Context: an optimization exercise on an open-source flow, tuned for small area, a short achievable clock period and few clock cycles per item. The choices shown serve that exercise and are no tape-out recipe.
The RTL was checked by simulation tests, not by an equivalence proof against the original design.
The flow treats the clock pin as an ideal source. Dropping or thinning the clock tree relies on that and would not hold on a real chip.
Power figures rest on the tool's default switching activity, not on a simulated workload.

==> build 92 <==
// tdes_dec
module tdes_dec (
	input  logic             clk,
	input  logic             rst,
	input  logic             start,
	input  tdes_pkg::key_t   ek1,
	input  tdes_pkg::key_t   ek2,
	input  tdes_pkg::key_t   ek3,
	input  tdes_pkg::block_t ct,
	output logic             ready,
	output logic             done,
	output tdes_pkg::block_t pt,
	output tdes_pkg::key_t   k1,
	output tdes_pkg::key_t   k2,
	output tdes_pkg::key_t   k3
);
	logic             load;
	tdes_pkg::block_t pt_c;
	tdes_pkg::key_t   k1_c;
	tdes_pkg::key_t   k2_c;
	tdes_pkg::key_t   k3_c;
	tdes_sequencer seq0 (
		.clk   (clk),
		.rst   (rst),
		.start (start),
		.load  (load),
		.ready (ready),
		.done  (done)
	);
	tdes_feistel_round round0 (
		.ct  (ct),
		.ek1 (ek1),
		.ek2 (ek2),
		.ek3 (ek3),
		.pt  (pt_c)
	);
	tdes_key_schedule ks1 (.ek(ek1), .k_last(k1_c));
	tdes_key_schedule ks2 (.ek(ek2), .k_last(k2_c));
	tdes_key_schedule ks3 (.ek(ek3), .k_last(k3_c));
	tdes_result_capture cap0 (
		.clk   (clk),
		.load  (load),
		.pt_in (pt_c),
		.k1_in (k1_c),
		.k2_in (k2_c),
		.k3_in (k3_c),
		.pt    (pt),
		.k1    (k1),
		.k2    (k2),
		.k3    (k3)
	);
endmodule
==> flow/config.mk <==
export PLATFORM = sky130hd
export DESIGN_NAME = tdes_dec
export DESIGN_NICKNAME = tdes_dec
export VERILOG_FILES = /design/flow/design.v
export SDC_FILE = /design/flow/constraint.sdc
export NUM_CORES = 4
export LEC_CHECK = 0
export CAP_MARGIN = 20
export CORE_AREA = 5 5 195 195
export DIE_AREA = 0 0 200 200
export SETUP_SLACK_MARGIN = 3.1
export SLEW_MARGIN = 20
export SYNTH_HIERARCHICAL = 1
export SYNTH_MINIMUM_KEEP_SIZE = 0
==> flow/constraint.sdc <==
create_clock -name core_clock -period 5.0 [get_ports {clk}]
set_input_delay 1.0000 -clock core_clock [delete_from_list [all_inputs] [get_ports {clk}]]
set_output_delay 1.0000 -clock core_clock [all_outputs]
set_load 0.01 [all_outputs]
standard.sh (not shown) runs the stock make flow with config.mk's settings and CLKGATE_MAP_FILE= SYNTH_SCRIPT=/design/flow/synth_recipe.tcl, a recipe that flattens the netlist after the stock synthesis.
==> flow/flow/run.sh <==
#!/bin/bash
# Standard layout, except:
#  - plain buffers on the ports instead of delay cells,
#  - pins one track apart so that the die can be small, and each bit's
#    inputs and outputs side by side (flow/pre_io.tcl),
#  - a two-level clock tree of inverters (flow/manual_cts.tcl) instead of
#    TritonCTS's three levels of buffers,
#  - the buffers that ABC puts on the outputs of each kept module removed.
cp standard.sh standard_sh.txt
export BUFFER_PORTS_ARGS="-buffer_cell sky130_fd_sc_hd__buf_1"
export PLACE_PINS_ARGS="-min_distance 1 -min_distance_in_tracks"
export FLOW_FLOW_DIR=$PWD/flow
export PRE_IO_PLACEMENT_TCL=$PWD/flow/pre_io.tcl
export REMOVE_ABC_BUFFERS=1
export PRE_CTS_TCL=$PWD/flow/pre_cts.tcl
export FLOW_CTS_LEAVES=32
export FLOW_CTS_ROOTS=4
export FLOW_CTS_LEAF_CELL=sky130_fd_sc_hd__clkinv_4
export FLOW_CTS_ROOT_CELL=sky130_fd_sc_hd__clkinv_16
bash standard.sh > standard.log 2>&1
==> flow/flow/pre_cts.tcl <==
# Replaces TritonCTS with a two-level tree built by manual_cts.tcl: the clock
# port drives four root cells, each of which drives leaf cells near the
# centres of clusters of flip-flops. The tree's inverters are final, so the
# step that clones clock inverters next to each register is skipped too.
source $::env(FLOW_FLOW_DIR)/manual_cts.tcl
my_manual_cts $::env(FLOW_CTS_LEAVES) $::env(FLOW_CTS_ROOTS) \
  $::env(FLOW_CTS_LEAF_CELL) $::env(FLOW_CTS_ROOT_CELL)
rename repair_clock_inverters ""
proc repair_clock_inverters {args} {
  puts "clock inverters left as manual_cts.tcl placed them"
}
rename clock_tree_synthesis ""
proc clock_tree_synthesis {args} {
  puts "clock tree already built by manual_cts.tcl"
}
Other scripts of this flow, unchanged in this note and not shown: flow/flow/manual_cts.tcl, flow/flow/pre_io.tcl
==> trial 35 (differences from build 92) <==
--- a/flow/flow/run.sh
+++ b/flow/flow/run.sh
@@ -15,3 +15,3 @@
 export PRE_CTS_TCL=$PWD/flow/pre_cts.tcl
-export FLOW_CTS_LEAVES=32
+export FLOW_CTS_LEAVES=24
 export FLOW_CTS_ROOTS=4
Settings changed: CORE_AREA 5 5 195 195 to 5 5 160 160, DIE_AREA 0 0 200 200 to 0 0 165 165.
==> run notes <==
Layout
The total non-filler cell area in the finished layout is 15500 sq um.

Worst setup path
By startpoint and endpoint, the worst setup path is classified as primary input to flop. The critical path crosses 4 cells after its start point. The critical path capture point type is a flop.

Run status
The flow ran to the end and the layout has no timing, DRC or antenna violations.

Power and ir drop
Internal power comes to 0.00379 W.

Global routing
Entering global routing, the biggest net connects 45 pins. The total global-route track usage is 13.9%.

Routing
The met3 layer wire length in the routed design is 5170 microns. In the detailed route, the total length drawn on met2 is 14000 microns.

STA
Static timing analysis puts the maximum clock frequency at 570 MHz. The smallest clock period supported by the final layout is computed as 1.76 ns.

Floorplan
The number of core rows is 69. The die covers 40000 sq um.
(the above is from build 92)
==> run notes <==
Yosys
The dominant combinational cell family by area after synthesis is XOR/XNOR gates. The share of Yosys cell area claimed by the top area cell type is 69.5%.

Global routing
For met3 alone, demand over resource in global routing was 14.4%. The number of global-route vias before repair was 7852. The total global-route track usage is 23.1%.

Routing
Summed over all nets, wire length on met3 after detailed routing comes to 6040 microns. The detailed-routed wire length on met2 is 14800 microns.

Floorplan
The floorplan step defined a die boundary enclosing 27200 sq um. The number of core rows is 56.

Run status
The run finished with no timing, DRC or antenna violations.

STA
Timing would allow up to 565 MHz. The setup TNS is 0 ns. The minimum period implied by the final worst setup slack is 1.77 ns.

Power and ir drop
The internal power is 0.00376 W.

Worst setup path
In this run the number of cells on the critical path is 1. The setup path with the least slack is of type flop to output pin. STA classifies the critical path endpoint as an output pin.

Layout
The finished cells cover 15400 sq um.
(the above is from trial 35)
Testbench counts of build 92, summed over its fixed seeds: cycles 192, items 192.
Testbench counts of trial 35, summed over its fixed seeds: cycles 192, items 192.
No run of this note takes its clock network from TritonCTS; it comes from the design's own scripts or RTL.

========
==> inputs of try-sierra <==
tdes_dec, a different RTL version from the one above (not shown whole).
==> module tdes_feistel_round, before the edit <==
module tdes_feistel_round (
	input  tdes_pkg::block_t ct,
	input  tdes_pkg::key_t   ek1,
	input  tdes_pkg::key_t   ek2,
	input  tdes_pkg::key_t   ek3,
	output tdes_pkg::block_t pt
);
	tdes_pkg::half_t l;
	tdes_pkg::half_t r;
	assign l  = ct[tdes_pkg::BLOCK_W-1 -: tdes_pkg::HALF_W];
	assign r  = ct[tdes_pkg::HALF_W-1:0];
	assign pt = {l ^ r ^ ek1 ^ ek2 ^ ek3, l};
endmodule
Settings: LEC_CHECK=0, CAP_MARGIN=20, CORE_AREA=5 5 175 175, DIE_AREA=0 0 180 180, SLEW_MARGIN=20; clock period 5.0 ns.
==> flow/flow/run.sh <==
#!/bin/bash
# Standard layout, except:
#  - plain buffers on the ports instead of delay cells,
#  - pins one track apart so that the die can be small, and each bit's
#    inputs and outputs side by side (flow/pre_io.tcl),
#  - a two-level clock tree (flow/manual_cts.tcl) instead of TritonCTS's
#    three-level one.
cp standard.sh standard_sh.txt
export BUFFER_PORTS_ARGS="-buffer_cell sky130_fd_sc_hd__buf_1"
export PLACE_PINS_ARGS="-min_distance 1 -min_distance_in_tracks"
export FLOW_FLOW_DIR=$PWD/flow
export PRE_IO_PLACEMENT_TCL=$PWD/flow/pre_io.tcl
export PRE_CTS_TCL=$PWD/flow/pre_cts.tcl
export FLOW_CTS_LEAVES=16
export FLOW_CTS_ROOTS=4
export FLOW_CTS_LEAF_BUF=sky130_fd_sc_hd__clkbuf_16
export FLOW_CTS_ROOT_BUF=sky130_fd_sc_hd__clkbuf_16
bash standard.sh > standard.log 2>&1
==> flow/flow/manual_cts.tcl <==
# Two-level clock tree: one root clkbuf at the middle of the leaves, and one
# clkbuf per cluster of flip-flops (k-means on their placed locations).
proc my_manual_cts {nclusters nroots} {
  set block [ord::get_db_block]
  set clk_net [$block findNet clk]
  set pins {}
  set xs {}
  set ys {}
  foreach pin [get_pins -of_objects [get_nets clk] -filter "direction==input"] {
    set inst [[sta::sta_to_db_pin $pin] getInst]
    set bb [$inst getBBox]
    lappend pins $pin
    lappend xs [expr {([$bb xMin] + [$bb xMax]) / 2.0}]
    lappend ys [expr {([$bb yMin] + [$bb yMax]) / 2.0}]
  }
  set n [llength $pins]
  # k-means, seeded with points spread through the list sorted by x then y
  set order [lsort -integer -command [list apply {{xs ys a b} {
      set ka [expr {int([lindex $xs $a] / 20000) * 1000000 + [lindex $ys $a]}]
      set kb [expr {int([lindex $xs $b] / 20000) * 1000000 + [lindex $ys $b]}]
      expr {$ka < $kb ? -1 : ($ka > $kb ? 1 : 0)} } } $xs $ys] [lsearch -all [lrepeat $n x] x]]
  set cx {}
  set cy {}
  for {set k 0} {$k < $nclusters} {incr k} {
    set i [lindex $order [expr {int(($k + 0.5) * $n / $nclusters)}]]
    lappend cx [lindex $xs $i]
    lappend cy [lindex $ys $i]
  }
  set cap [expr {int(ceil(1.15 * $n / $nclusters))}]
  for {set iter 0} {$iter < 30} {incr iter} {
    # assign with a size cap: points in order of distance to their best centre
    set cand {}
    for {set i 0} {$i < $n} {incr i} {
      set best 1e30
      for {set k 0} {$k < $nclusters} {incr k} {
        set d [expr {abs([lindex $xs $i] - [lindex $cx $k]) + abs([lindex $ys $i] - [lindex $cy $k])}]
        if {$d < $best} { set best $d }
      }
      lappend cand [list $i $best]
    }
    set cnt [lrepeat $nclusters 0]
    set asg [lrepeat $n -1]
    foreach c [lsort -real -index 1 $cand] {
      set i [lindex $c 0]
      set bestk -1
      set best 1e30
      for {set k 0} {$k < $nclusters} {incr k} {
        if {[lindex $cnt $k] >= $cap} continue
        set d [expr {abs([lindex $xs $i] - [lindex $cx $k]) + abs([lindex $ys $i] - [lindex $cy $k])}]
        if {$d < $best} { set best $d; set bestk $k }
      }
      lset asg $i $bestk
      lset cnt $bestk [expr {[lindex $cnt $bestk] + 1}]
    }
    set sx [lrepeat $nclusters 0.0]
    set sy [lrepeat $nclusters 0.0]
    for {set i 0} {$i < $n} {incr i} {
      set k [lindex $asg $i]
      lset sx $k [expr {[lindex $sx $k] + [lindex $xs $i]}]
      lset sy $k [expr {[lindex $sy $k] + [lindex $ys $i]}]
    }
    for {set k 0} {$k < $nclusters} {incr k} {
      if {[lindex $cnt $k] > 0} {
        lset cx $k [expr {[lindex $sx $k] / [lindex $cnt $k]}]
        lset cy $k [expr {[lindex $sy $k] / [lindex $cnt $k]}]
      }
    }
  }
  set dbu [$block getDbUnitsPerMicron]
  set leaf_inputs {}
  set rx 0.0
  set ry 0.0
  set used 0
  for {set k 0} {$k < $nclusters} {incr k} {
    set lp {}
    for {set i 0} {$i < $n} {incr i} {
      if {[lindex $asg $i] == $k} { lappend lp [lindex $pins $i] }
    }
    if {[llength $lp] == 0} continue
    set x [expr {[lindex $cx $k] / $dbu}]
    set y [expr {[lindex $cy $k] / $dbu}]
    insert_buffer -buffer_cell $::env(FLOW_CTS_LEAF_BUF) -net clk -load_pins $lp \
      -location [list $x $y] -buffer_name clkleaf_${k}_ -net_name clknet_leaf_$k
    lappend leaf_inputs clkleaf_$k/A
    set rx [expr {$rx + $x}]
    set ry [expr {$ry + $y}]
    incr used
  }
  # leaves into nroots groups by angle around their centre, one root per group
  set rx [expr {$rx / $used}]
  set ry [expr {$ry / $used}]
  set leaves {}
  foreach inst [$block getInsts] {
    if {[string match clkleaf_* [$inst getName]]} {
      set bb [$inst getBBox]
      set x [expr {([$bb xMin] + [$bb xMax]) / 2.0 / $dbu}]
      set y [expr {([$bb yMin] + [$bb yMax]) / 2.0 / $dbu}]
      lappend leaves [list [$inst getName] $x $y [expr {atan2($y - $ry, $x - $rx)}]]
    }
  }
  set leaves [lsort -real -index 3 $leaves]
  set nl [llength $leaves]
  # rotate the start so that groups are compact: start at the largest angular gap
  set bestgap -1
  set start 0
  for {set i 0} {$i < $nl} {incr i} {
    set a [lindex $leaves $i 3]
    set b [lindex $leaves [expr {($i + 1) % $nl}] 3]
    set gap [expr {$b - $a}]
    if {$gap < 0} { set gap [expr {$gap + 6.283185307}] }
    if {$gap > $bestgap} { set bestgap $gap; set start [expr {($i + 1) % $nl}] }
  }
  set leaves [concat [lrange $leaves $start end] [lrange $leaves 0 [expr {$start - 1}]]]
  for {set g 0} {$g < $nroots} {incr g} {
    set lo [expr {int($g * $nl / $nroots)}]
    set hi [expr {int(($g + 1) * $nl / $nroots) - 1}]
    set grp [lrange $leaves $lo $hi]
    set gx 0.0
    set gy 0.0
    set lp {}
    foreach l $grp {
      set gx [expr {$gx + [lindex $l 1]}]
      set gy [expr {$gy + [lindex $l 2]}]
      lappend lp [get_pins [lindex $l 0]/A]
    }
    set gx [expr {$gx / [llength $grp]}]
    set gy [expr {$gy / [llength $grp]}]
    insert_buffer -buffer_cell $::env(FLOW_CTS_ROOT_BUF) -net clk -load_pins $lp \
      -location [list $gx $gy] -buffer_name clkroot_${g}_ -net_name clknet_root_$g
  }
  foreach net [$block getNets] {
    set nm [$net getName]
    if {$nm eq "clk" || [string match clknet_* $nm]} { $net setSigType CLOCK }
  }
  foreach inst [$block getInsts] {
    if {[string match clkleaf_* [$inst getName]] || [string match clkroot* [$inst getName]]} {
      $inst setSourceType TIMING
    }
  }
  foreach inst [$block getInsts] { if {[string match clk* [$inst getName]]} { puts "clock cell [$inst getName] [[$inst getMaster] getName]" } }
  puts "manual CTS: $n sinks, $used leaves, root at $rx $ry, counts $cnt"
}
==> flow/flow/pre_cts.tcl <==
# Replaces TritonCTS with a two-level tree built by manual_cts.tcl: the clock
# port drives four root buffers, each of which drives leaf buffers near the
# centres of clusters of flip-flops.
source $::env(FLOW_FLOW_DIR)/manual_cts.tcl
my_manual_cts $::env(FLOW_CTS_LEAVES) $::env(FLOW_CTS_ROOTS)
proc clock_tree_synthesis {args} {
  puts "clock tree already built by manual_cts.tcl"
}
Other scripts of this flow, unchanged in this note and not shown: flow/flow/pre_io.tcl
==> try-xenon (differences from try-sierra) <==
--- a/flow/design.v
+++ b/flow/design.v
@@ -50,7 +50,22 @@
 	tdes_pkg::half_t l;
 	tdes_pkg::half_t r;
-	assign l  = ct[tdes_pkg::BLOCK_W-1 -: tdes_pkg::HALF_W];
-	assign r  = ct[tdes_pkg::HALF_W-1:0];
-	assign pt = {l ^ r ^ ek1 ^ ek2 ^ ek3, l};
+	tdes_pkg::half_t lr;
+	tdes_pkg::half_t k12;
+	tdes_pkg::half_t k123;
+	tdes_pkg::half_t t;
+	assign l = ct[tdes_pkg::BLOCK_W-1 -: tdes_pkg::HALF_W];
+	assign r = ct[tdes_pkg::HALF_W-1:0];
+	tdes_xor2 x0 (.a(l),   .b(r),    .y(lr));
+	tdes_xor2 x1 (.a(ek1), .b(ek2),  .y(k12));
+	tdes_xor2 x2 (.a(k12), .b(ek3),  .y(k123));
+	tdes_xor2 x3 (.a(lr),  .b(k123), .y(t));
+	assign pt = {t, l};
+endmodule
+module tdes_xor2 (
+	input  tdes_pkg::half_t a,
+	input  tdes_pkg::half_t b,
+	output tdes_pkg::half_t y
+);
+	assign y = a ^ b;
 endmodule
 `timescale 1ns/1ps
--- a/flow/flow/run.sh
+++ b/flow/flow/run.sh
@@ -5,5 +5,6 @@
 #    inputs and outputs side by side (flow/pre_io.tcl),
 #  - a two-level clock tree (flow/manual_cts.tcl) instead of TritonCTS's
-#    three-level one.
+#    three-level one,
+#  - the buffers that ABC puts on the outputs of each kept module removed.
 cp standard.sh standard_sh.txt
 export BUFFER_PORTS_ARGS="-buffer_cell sky130_fd_sc_hd__buf_1"
@@ -11,8 +12,9 @@
 export FLOW_FLOW_DIR=$PWD/flow
 export PRE_IO_PLACEMENT_TCL=$PWD/flow/pre_io.tcl
+export REMOVE_ABC_BUFFERS=1
 export PRE_CTS_TCL=$PWD/flow/pre_cts.tcl
-export FLOW_CTS_LEAVES=16
+export FLOW_CTS_LEAVES=24
 export FLOW_CTS_ROOTS=4
-export FLOW_CTS_LEAF_BUF=sky130_fd_sc_hd__clkbuf_16
+export FLOW_CTS_LEAF_BUF=sky130_fd_sc_hd__clkbuf_8
 export FLOW_CTS_ROOT_BUF=sky130_fd_sc_hd__clkbuf_16
 bash standard.sh > standard.log 2>&1
Settings changed: SETUP_SLACK_MARGIN set to 3.1, SYNTH_HIERARCHICAL set to 1, SYNTH_MINIMUM_KEEP_SIZE set to 0.
==> comparison <==
try-xenon produced a clean layout. try-sierra finished clean.
Between try-sierra and try-xenon, the lower sequential share of layout area is in try-sierra (gap 0.85 points).
Of try-sierra and try-xenon, try-xenon has the higher synthesized area (gap 12%, measured against try-xenon).
Die area is the same in try-xenon and try-sierra.
Against try-xenon, the register-to-register slack of try-sierra is better by 20 ps.
Between try-xenon and try-sierra, the lower routed wire length is in try-sierra (gap about 4.6%, measured against try-sierra).
Flip-flop and latch count is the same in try-sierra and try-xenon.
Against try-sierra, the power of try-xenon is lower by about 3.2%.
Between try-xenon and try-sierra, the lower first-iteration DRC count is in try-xenon (gap 5.2%, measured against try-sierra).
Against try-sierra, the hold slack of try-xenon is lower by 17 ps.
Clock skew is the same in try-sierra and try-xenon.
Testbench counts of try-sierra, summed over its fixed seeds: cycles 192, items 192.
Testbench counts of try-xenon, summed over its fixed seeds: cycles 192, items 192.
No run of this note takes its clock network from TritonCTS; it comes from the design's own scripts or RTL.

re-timing with driven ports:
How much do the figures lean on ideal ports? The routed layouts below were timed once more, with nothing changed but the port constraints.
Step 1, drivers: a clkbuf_16 drives clk and a buf_2 each remaining input, both assumed.
Step 2, shift: input delay + t, output delay - t, t = (earliest + latest rising clock arrival at the registers) / 2. This alone moves slack from input paths to output paths.
a / b / c = no drivers / after step 1 / after step 2; a / b = the first two.
run | shift t [ns] | setup WS [ns] | latest minus earliest clock arrival (ns) | pins driven straight from the clock port
build 92 | 0.396 | 3.245 / 3.026 / 2.956 | 0.035 / 0.037 | 4
trial 35 | 0.381 | 3.229 / 3.004 / 3.044 | 0.030 / 0.031 | 4
try-sierra | 0.410 | 2.740 / 2.824 / 2.414 | 0.033 / 0.034 | 4
try-xenon | 0.397 | 3.116 / 3.018 / 2.980 | 0.043 / 0.043 | 4
After both steps setup and hold are still met in every run listed. For try-sierra, which loses most, drivers alone change the setup slack by +0.084 ns; drivers and shift together by -0.326 ns.
